Background: an optimization exercise with open tools, aiming at small area. Do not read the settings as production practice.
In this exercise RTL edits were held to simulation tests only and were not proved equivalent to the original.
The flow treats the clock pin as an ideal source, which a real chip does not have.
No activity file was given, so power comes from the tool's default toggle rates.

## page_swap_slot_manager
module page_swap_slot_manager (
  input  logic                clk,
  input  logic                rst,
  input  logic                req_valid,
  output logic                req_ready,
  input  logic [1:0]          req_opcode,
  input  logic [PAGE_W-1:0]   req_page_number,
  input  logic [FRAME_W-1:0]  req_frame_number,
  input  logic                req_load_valid,
  output logic                rsp_valid,
  input  logic                rsp_ready,
  output logic [OUT_W-1:0]    rsp_victim_page,
  output logic [OUT_W-1:0]    rsp_swap_slot,
  output logic [1:0]          rsp_status
);
  logic [NUM_PAGES-1:0]  v_ring;
  logic [LOC_W-1:0]      loc_ring [NUM_PAGES];
  logic [SWAP_SLOTS-1:0] s_ring;
  logic              v_head, s_head;
  logic [LOC_W-1:0]  loc_head;
  logic              v_new, s_new;
  logic [LOC_W-1:0]  loc_new;
  logic [PAGE_W-1:0] hcnt;       
  logic              clr;        
  logic [PAGE_W-1:0] ptr;        
  logic              fscan;      
  logic              sscan;      
  logic              sk;         
  ...
Size: about 540 flip-flops, roughly 34 I/O pins, about 0.012 mm^2 of cells after synthesis.
Settings: LEC_CHECK=0, CAP_MARGIN=20, CORE_MARGIN=2, CORE_UTILIZATION=60, CTS_BUF_LIST=sky130_fd_sc_hd__clkbuf_4 sky130_fd_sc_hd__clkbuf_8, CTS_CLUSTER_DIAMETER=60, CTS_CLUSTER_SIZE=30, PLACE_DENSITY=0.7, SLEW_MARGIN=20; clock period 10.0 ns.
standard.sh (not shown) runs the stock make flow with config.mk's settings and CLKGATE_MAP_FILE= SYNTH_SCRIPT=/design/flow/synth_recipe.tcl, a recipe that flattens the netlist after the stock synthesis.
==> flow/flow/run.sh <==
#!/bin/bash
# standard layout with two changes: CTS without dummy loads, and port buffers as buf_1
set -euo pipefail
export CTS_ARGS="-sink_clustering_enable -repair_clock_nets -dont_use_dummy_load -sink_clustering_size 20 -sink_clustering_max_diameter 50 -buf_list {sky130_fd_sc_hd__clkbuf_8}"
export BUFFER_PORTS_ARGS="-buffer_cell sky130_fd_sc_hd__buf_1"
bash standard.sh > standard.log 2>&1
The first run went through all stages and came out clean.
Edit:
==> flow/run.sh (new file) <==
#!/bin/bash
# synth_recipe.tcl (not shown) runs the flow's synth.tcl, then flattens the netlist and writes it again
# the make line also repeats each setting of config.mk as NAME=value (left out here)
make -C /OpenROAD-flow-scripts/flow DESIGN_CONFIG=/design/flow/config.mk WORK_HOME=/design/flow/orfs CLKGATE_MAP_FILE= SYNTH_SCRIPT=/design/flow/synth_recipe.tcl finish
Settings changed: CORE_UTILIZATION 60 to 40, CTS_BUF_LIST sky130_fd_sc_hd__clkbuf_4 sky130_fd_sc_hd__clkbuf_8 to unset, CTS_CLUSTER_DIAMETER 60 to unset, CTS_CLUSTER_SIZE 30 to unset, PLACE_DENSITY 0.7 to 0.6.
removed: flow/flow/run.sh
removed: flow/standard.sh
What happened:
- The new run produced a clean layout
- total power rises by 31%
- routed wire length came out lower by 4.1%
- synthesized area does not change
- first-iteration DRC count came out higher by 43%
- sequential power stays flat
- design area rises by 12%
- clock skew went down by 57 ps

* * *

page_swap_slot_manager, a different RTL version from the one above (not shown whole).
For scale: roughly 680 cells after synthesis, ~540 flip-flops.
clock: 10.0 ns
lec_check: 0
cap_margin: 20
core_margin: 2
core_utilization: 60
place_density: 0.7
slew_margin: 20
==> flow/flow/run.sh <==
#!/bin/bash
# standard layout with these changes: CTS without dummy loads and with clkbuf_8 clusters of
# up to 22 registers, port buffers as buf_1, and after CTS a downsizing of gates with slack
# to spare (flow/post_cts.tcl)
set -euo pipefail
export CTS_ARGS="-sink_clustering_enable -repair_clock_nets -dont_use_dummy_load -sink_clustering_size 22 -sink_clustering_max_diameter 50 -buf_list {sky130_fd_sc_hd__clkbuf_8}"
export BUFFER_PORTS_ARGS="-buffer_cell sky130_fd_sc_hd__buf_1"
export POST_CTS_TCL="$PWD/flow/post_cts.tcl"
bash standard.sh > standard.log 2>&1
==> flow/flow/post_cts.tcl <==
# after CTS: downsize gates that have timing slack to spare, then repair slew and
# capacitance again and legalise the placement
estimate_parasitics -placement
repair_timing -recover_power 100 -verbose
repair_design -cap_margin 20 -slew_margin 20 -verbose
detailed_placement
check_placement -verbose
Next try:
--- a/flow/flow/run.sh
+++ b/flow/flow/run.sh
@@ -6 +6 @@
-export CTS_ARGS="-sink_clustering_enable -repair_clock_nets -dont_use_dummy_load -sink_clustering_size 22 -sink_clustering_max_diameter 50 -buf_list {sky130_fd_sc_hd__clkbuf_8}"
+export CTS_ARGS="-sink_clustering_enable -repair_clock_nets -dont_use_dummy_load -sink_clustering_size 22 -sink_clustering_max_diameter 60 -buf_list {sky130_fd_sc_hd__clkbuf_8}"
CORE_UTILIZATION = 50   (was 60)
PLACE_DENSITY = 0.6   (was 0.7)
The new run ran to the end with no violations.
Power barely changes.
Critical path depth does not change.
Clock power stays flat.
Sequential power is about the same.
Cell area rose by 0.42%.
Maximum frequency drops by 0.55%.
Via count hardly moves.
Combinational power is lower by about 1%.
Area after synthesis does not change.
Sequential cell count stays the same.

* * *

The RTL this note starts from:
==> flow/design.v <==
package pssm_pkg;
  localparam int PAGE_W  = 6;
  localparam int FRAME_W = 5;
  localparam int LOC_W   = 6;
  localparam int OUT_W   = 6;
  localparam int NUM_PAGES  = 64;
  localparam int SWAP_SLOTS = 64;
  localparam int SLOT_W     = $clog2(SWAP_SLOTS);
  localparam int GROUP_W    = 16;
  localparam int SUB_W      = 4;
  localparam int NUM_GROUPS = NUM_PAGES / GROUP_W;
  localparam int NUM_SUBS   = GROUP_W / SUB_W;
  localparam int GRP_W      = $clog2(NUM_GROUPS);
  localparam int POS_W      = $clog2(GROUP_W);
  localparam int SUBPOS_W   = $clog2(SUB_W);
  localparam int SUBIDX_W   = $clog2(NUM_SUBS);
  localparam int K_W        = $clog2(NUM_GROUPS + 1);
  typedef logic [1:0] opcode_t;
  localparam opcode_t OP_FIND     = 2'd0;
  localparam opcode_t OP_SWAP_OUT = 2'd1;
  localparam opcode_t OP_SWAP_IN  = 2'd2;
  localparam opcode_t OP_LOAD     = 2'd3;
  typedef logic [1:0] status_t;
  localparam status_t ST_DONE      = 2'd0;
  localparam status_t ST_NO_VALID  = 2'd1;
  localparam status_t ST_SWAP_FULL = 2'd2;
  typedef struct packed {
    logic [LOC_W-1:0]  location;
    logic [PAGE_W-1:0] vpage;
    logic              dirty;
  } row_t;
  typedef struct packed {
    logic accept;
    logic scan_step;
    logic rd_issue;
    logic exec;
    logic fail;
    logic load_out;
  } cmd_t;
  typedef struct packed {
    opcode_t op;
    logic    scan_hit;
    logic    scan_last;
    logic    out_free;
  } stat_t;
endpackage
import pssm_pkg::*;
module page_swap_slot_manager (
  input  logic                clk,
  input  logic                rst,
  input  logic                req_valid,
  output logic                req_ready,
  input  logic [1:0]          req_opcode,
  input  logic [PAGE_W-1:0]   req_page_number,
  input  logic [FRAME_W-1:0]  req_frame_number,
  input  logic                req_load_valid,
  output logic                rsp_valid,
  input  logic                rsp_ready,
  output logic [OUT_W-1:0]    rsp_victim_page,
  output logic [OUT_W-1:0]    rsp_swap_slot,
  output logic [1:0]          rsp_status
);
  logic [NUM_PAGES-1:0]  v_ring;
  logic [LOC_W-1:0]      loc_ring [NUM_PAGES];
  logic [SWAP_SLOTS-1:0] s_ring;
  logic              v_head, s_head;
  logic [LOC_W-1:0]  loc_head;
  logic              v_new, s_new;
  logic [LOC_W-1:0]  loc_new;
  logic [PAGE_W-1:0] hcnt;       
  logic              clr;        
  logic [PAGE_W-1:0] ptr;        
  logic              fscan;      
  logic              sscan;      
  logic              sk;         
  logic              sfull;      
  logic              upd;        
  logic [SLOT_W-1:0] slot_r;     
  logic [1:0]        last_op;    
  logic              fail;       
  assign v_head   = v_ring[NUM_PAGES-1];
  assign s_head   = s_ring[SWAP_SLOTS-1];
  assign loc_head = loc_ring[NUM_PAGES-1];
  logic idle, at_page, at_ptr, at_slot, at_last;
  logic take, take_find, take_load, take_in, take_out;
  logic scanning, found_free, find_on, found_valid, find_fail;
  assign idle    = !clr && !rsp_valid && !fscan && !sscan && !upd;
  assign at_page = (hcnt == req_page_number);
  assign at_ptr  = (hcnt == ptr);
  assign at_slot = (hcnt == slot_r);
  assign at_last = &hcnt;
  always_comb begin
    case (req_opcode)
      OP_FIND:     req_ready = idle && at_ptr;
      OP_SWAP_OUT: req_ready = idle && at_page && sk;
      default:     req_ready = idle && at_page;
    endcase
  end
  assign take      = req_valid && req_ready;
  assign take_find = take && (req_opcode == OP_FIND);
  assign take_out  = take && (req_opcode == OP_SWAP_OUT);
  assign take_in   = take && (req_opcode == OP_SWAP_IN);
  assign take_load = take && (req_opcode == OP_LOAD);
  assign scanning   = sscan || (idle && req_valid && (req_opcode == OP_SWAP_OUT) && !sk && (hcnt == '0));
  assign found_free = scanning && !s_head;
  assign find_on     = take_find || fscan;
  assign found_valid = find_on && v_head;
  assign find_fail   = fscan && at_ptr;
  always_comb begin
    v_new   = v_head;
    loc_new = loc_head;
    s_new   = s_head;
    if (take_load) begin
      v_new   = req_load_valid;
      loc_new = LOC_W'(req_frame_number);
    end
    if (take_in) begin
      v_new   = 1'b1;
      loc_new = LOC_W'(req_frame_number);
    end
    if (take_out && !sfull) begin
      v_new   = 1'b0;
      loc_new = slot_r;
    end
    if (upd && at_slot) s_new = (last_op == OP_SWAP_OUT);
    if (clr) begin
      v_new   = 1'b0;
      loc_new = '0;
      s_new   = 1'b0;
    end
  end
  always_ff @(posedge clk) begin
    v_ring <= {v_ring[NUM_PAGES-2:0], v_new};
    s_ring <= {s_ring[SWAP_SLOTS-2:0], s_new};
    loc_ring[0] <= loc_new;
    for (int i = 1; i < NUM_PAGES; i++) loc_ring[i] <= loc_ring[i-1];
  end
  always_ff @(posedge clk) begin
    if (rst) begin
      hcnt      <= '0;
      clr       <= 1'b1;
      ptr       <= '0;
      fscan     <= 1'b0;
      sscan     <= 1'b0;
      sk        <= 1'b0;
      upd       <= 1'b0;
      rsp_valid <= 1'b0;
    end else begin
      hcnt <= hcnt + 1'b1;
      if (clr && at_last) clr <= 1'b0;
      if (scanning) begin
        if (!s_head) begin
          sscan <= 1'b0;
          sk    <= 1'b1;
        end else if (at_last) begin
          sscan <= 1'b0;
          sk    <= 1'b1;
        end else begin
          sscan <= 1'b1;
        end
      end
      if (upd && at_slot) upd <= 1'b0;
      if (take_in || (take_out && !sfull)) begin
        upd <= 1'b1;
        sk  <= 1'b0;
      end
      if (found_valid) begin
        ptr   <= hcnt;
        fscan <= 1'b0;
      end else if (find_fail) begin
        fscan <= 1'b0;
      end else if (take_find) begin
        fscan <= 1'b1;
      end
      if (rsp_valid && rsp_ready) rsp_valid <= 1'b0;
      if ((take && !take_find) || found_valid || find_fail) rsp_valid <= 1'b1;
    end
  end
  always_ff @(posedge clk) begin
    if (scanning) begin
      slot_r <= hcnt;
      sfull  <= s_head;
    end
    if (take_in) slot_r <= loc_head;
    if (take) begin
      last_op <= req_opcode;
      fail    <= take_out && sfull;
    end
    if (find_fail) fail <= 1'b1;
  end
  always_comb begin
    rsp_victim_page = '0;
    rsp_swap_slot   = '0;
    rsp_status      = ST_DONE;
    case (last_op)
      OP_FIND: begin
        if (fail) rsp_status = ST_NO_VALID;
        else      rsp_victim_page = ptr;
      end
      OP_SWAP_OUT: begin
        if (fail) rsp_status = ST_SWAP_FULL;
        else      rsp_swap_slot = slot_r;
      end
      OP_SWAP_IN: rsp_swap_slot = slot_r;
      default: ;
    endcase
  end
endmodule
clock: 10.0 ns
lec_check: 0
abc_area: 1
cap_margin: 20
core_margin: 2
core_utilization: 60
place_density: 0.7
slew_margin: 20
==> flow/flow/run.sh <==
#!/bin/bash
# standard layout with two changes: CTS without dummy loads, and port buffers as buf_1
set -euo pipefail
export CTS_ARGS="-sink_clustering_enable -repair_clock_nets -dont_use_dummy_load -sink_clustering_size 22 -sink_clustering_max_diameter 50 -buf_list {sky130_fd_sc_hd__clkbuf_8}"
export BUFFER_PORTS_ARGS="-buffer_cell sky130_fd_sc_hd__buf_1"
bash standard.sh > standard.log 2>&1
Change:
==> flow/flow/run.sh (replaced) <==
#!/bin/bash
# standard layout with two changes: CTS without dummy loads, and port buffers as buf_1
set -euo pipefail
export CTS_ARGS="-sink_clustering_enable -repair_clock_nets -dont_use_dummy_load -sink_clustering_size 20 -sink_clustering_max_diameter 50 -buf_list {sky130_fd_sc_hd__clkbuf_8}"
export BUFFER_PORTS_ARGS="-buffer_cell sky130_fd_sc_hd__buf_1"
bash standard.sh > standard.log 2>&1
Effect: Core utilization goes up by 0.27 points. Wire length goes up by 0.63%. Cell count goes up by 0.35%. Die area is unchanged. Hold slack got worse by 0.0057 ns. First-iteration DRC count goes up by 8.8%.
Change:
==> flow/flow/run.sh (replaced) <==
#!/bin/bash
# standard layout with two changes: CTS without dummy loads, and port buffers as buf_1
set -euo pipefail
export CTS_ARGS="-sink_clustering_enable -repair_clock_nets -dont_use_dummy_load -sink_clustering_size 22 -sink_clustering_max_diameter 50 -buf_list {sky130_fd_sc_hd__clkbuf_8}"
export BUFFER_PORTS_ARGS="-buffer_cell sky130_fd_sc_hd__buf_1"
bash standard.sh > standard.log 2>&1
Settings changed: ABC_AREA 1 to not set.
After rerunning:
- The new run finished with timing, DRC and antenna clean
- maximum frequency drops by 4.6%
- power drops by 1.5%
- clock-buffer cell count drops by 4
- clock power drops by 5.2%
- synthesized area drops by 0.72%
- core utilization climbs by 0.74 points
- worst hold slack improves by 0.025 ns
- register-to-register slack degrades by 0.65 ns
- sequential share of layout area climbs by 0.95 points

==> port drivers added, routing unchanged <==
Ports are ideal in the flow. The routed layouts listed here were re-timed in OpenROAD. Step 1 sets driving cells, clkbuf_16 on the clock port and buf_2 on the other inputs (assumed; they add their load-dependent delay and slew). Step 2 adds t to the input delays and takes it off the output delays; t is the mean of the earliest and latest rising clock arrival at the registers after step 1. Input paths then give back, and output paths get back, about the clock's delay inside the block. Slacks: no drivers / after step 1 / after step 2; pairs: no drivers / after step 1.
run	t, ns	slack for setup (ns)	worst register clock-pin slew, ns
the first run of note 1	0.555	4.329 / 4.284 / 4.284	0.11 / 0.11
the second run of note 1	0.589	3.698 / 3.668 / 3.668	0.07 / 0.07
the first run of note 2	0.601	4.364 / 4.335 / 4.335	0.12 / 0.12
the second run of note 2	0.604	4.333 / 4.309 / 4.309	0.12 / 0.12
the first run of note 3	0.605	4.722 / 4.697 / 4.697	0.12 / 0.12
the second run of note 3	0.541	4.712 / 4.687 / 4.687	0.11 / 0.11
the third run of note 3	0.598	4.458 / 4.434 / 4.434	0.12 / 0.12
After both steps every run listed still meets setup and hold. The setup slack of the first run of note 1, which loses most, moves by -0.045 ns with the drivers and by -0.045 ns with both steps.
